What follows belongs to an exercise in optimizing a design on an open flow for small area; a production flow would make more cautious choices. Function was checked by simulation only, so behaviour that the tests miss may differ from the original. Power is estimated from default activity; no workload was simulated.

==> flow/design.v (excerpt) <==
module lwe_top (
   input  logic clk_100mhz,
   input  logic sys_rst,
   input  logic uart_rxd,
   input  logic start,
   output logic uart_txd,
   output logic enc_done
);
   localparam logic [9:0] BIT_LAST  = 10'h00c;
   localparam logic [9:0] HALF_LAST = 10'h021;
   localparam logic [1:0] U_IDLE = 2'd0, U_START = 2'd1, U_DATA = 2'd2, U_STOP = 2'd3;
   logic [511:0] ra0, ra1;      
   logic [7:0]   preg;          
   logic [8:0]   phi;
   logic [10:0]  cnt;           
   logic         hold;          
   logic         pend;          
   logic [9:0]   baud;
   logic [1:0]   ust;
   logic         txm;           
   logic         rx_s, start_q;
   logic         waitst, run;
   logic         s0;            
   logic         tpend, tflag;  
   logic         tact;          
   logic         aprev;         
   logic         carry;
   logic reg_a, reg_pt, reg_s, reg_b, sat, low2;
   logic [8:0] tgt;
   logic m9, wr_now;
   assign reg_a  = !cnt[10];                   
   assign reg_pt = cnt[10:7] == 4'b1000;       
   assign reg_s  = cnt[10] && !cnt[9] && (cnt[8] ^ cnt[7]);    
   assign reg_b  = cnt[10:7] == 4'b1011;       
   assign sat    = cnt[10:9] == 2'b11;
   assign low2   = cnt[4:1] == 4'd0;           
   assign tgt    = reg_a ? {cnt[7:6], cnt[9:8], cnt[4:0]} : {2'b11, cnt[6:0]};
   assign m9     = phi == tgt;
   assign wr_now = pend && ((reg_a || reg_b) ? m9 : 1'b1);
   logic       tz, a, y, x, cbit, cin, p, q;
   logic [1:0] jj, sum;
   logic       j0;
   assign tz   = phi[3:0] == 4'd0;
   assign jj   = {cnt[8], cnt[6]};
   assign j0   = cnt[8:5] == 4'd4;
  ...
Settings: LEC_CHECK=0, CAP_MARGIN=20, CORE_MARGIN=2, CORE_UTILIZATION=70, CTS_BUF_LIST=sky130_fd_sc_hd__clkbuf_8, CTS_CLUSTER_DIAMETER=50, CTS_CLUSTER_SIZE=20, SLEW_MARGIN=20; clock period 10.0 ns.
run.sh (not shown) runs the stock make flow with config.mk's settings and CLKGATE_MAP_FILE= SYNTH_SCRIPT=/design/flow/synth_recipe.tcl, a recipe that flattens the netlist after the stock synthesis.
Edit:
- ABC_AREA: not set -> 1
- CTS_CLUSTER_DIAMETER: 50 -> 40
- CTS_CLUSTER_SIZE: 20 -> 22
Outcome: The changed run finished with timing, DRC and antenna clean. Wire length goes up by 8.3%. First-iteration DRC count goes up by 4.0%. Non-clock buffer count is unchanged. Die area stays flat. Setup slack degrades by 0.032 ns. Core utilization goes up by 1.9 points. Cell area goes up by 2.6%. Area after synthesis stays flat. Maximum frequency goes down by 0.67%. Power goes up by 9.5%. Global-route usage goes up by 1.5 points.
Edit:
- CTS_CLUSTER_DIAMETER: 40 -> 50
- CTS_CLUSTER_SIZE: 22 -> 20
Worst setup slack gets better by 0.0079 ns; routed wire length went down by 6.8%; flip-flop and latch count is unchanged.

Starting RTL as in the previous note.
make LEC_CHECK=0 CAP_MARGIN=20 CORE_MARGIN=2 CORE_UTILIZATION=80 CTS_BUF_LIST=sky130_fd_sc_hd__clkbuf_8 CTS_CLUSTER_DIAMETER=50 CTS_CLUSTER_SIZE=24 PLACE_DENSITY=0.8 SLEW_MARGIN=20 finish   # period 10.0 ns
The starting point died in detailed placement (3_5_place_dp).
==> next run, changes <==
--- a/flow/config.mk
+++ b/flow/config.mk
@@ -12,4 +12,4 @@
 export CTS_CLUSTER_DIAMETER = 50
-export CTS_CLUSTER_SIZE = 24
-export PLACE_DENSITY = 0.8
+export CTS_CLUSTER_SIZE = 22
+export PLACE_DENSITY = 0.7
 export SLEW_MARGIN = 20
After rerunning: The changed run did not get past detailed placement (3_5_place_dp) on DPL-0033. Synthesized area stays the same. Synthesized cell count stays the same.
==> next run, changes <==
--- a/flow/config.mk
+++ b/flow/config.mk
@@ -7,9 +7,9 @@
 export LEC_CHECK = 0
+export ABC_AREA = 1
 export CAP_MARGIN = 20
 export CORE_MARGIN = 2
-export CORE_UTILIZATION = 80
+export CORE_UTILIZATION = 70
 export CTS_BUF_LIST = sky130_fd_sc_hd__clkbuf_8
 export CTS_CLUSTER_DIAMETER = 50
-export CTS_CLUSTER_SIZE = 22
-export PLACE_DENSITY = 0.7
+export CTS_CLUSTER_SIZE = 21
 export SLEW_MARGIN = 20
The changed run passed the timing, DRC and antenna checks.
Area after synthesis stays flat.
Synthesized cell count went up by 6.5%.

-- afterwards: timing with drivers on the ports --
No port has a modelled driver above. Below, the same layouts with a new extraction and two added sets of constraints.
Step 1: set_driving_cell puts a clkbuf_16 on clk_100mhz and a buf_2 on each other input, an assumption about the parent block.
Step 2 also shifts input and output timing later by t, the mid clock arrival at the registers, as if the neighbouring blocks saw the same clock.
Three values: no drivers, after step 1, after step 2; two values: the first two.
run | shift t [ns] | slack for setup (ns) | slew at the worst register clock pin (ns) | worst slew at a driven data input, ns
the first run of note 1 | 0.680 | 5.167 / 5.122 / 5.802 | 0.11 / 0.11 | 0.04
the second run of note 1 | 0.673 | 5.134 / 5.085 / 5.758 | 0.12 / 0.12 | 0.03
the third run of note 1 | 0.698 | 5.142 / 5.093 / 5.791 | 0.11 / 0.11 | 0.03
the third run of note 2 | 0.714 | 5.134 / 5.087 / 5.801 | 0.12 / 0.12 | 0.03
After both steps setup and hold are still met in every run listed.
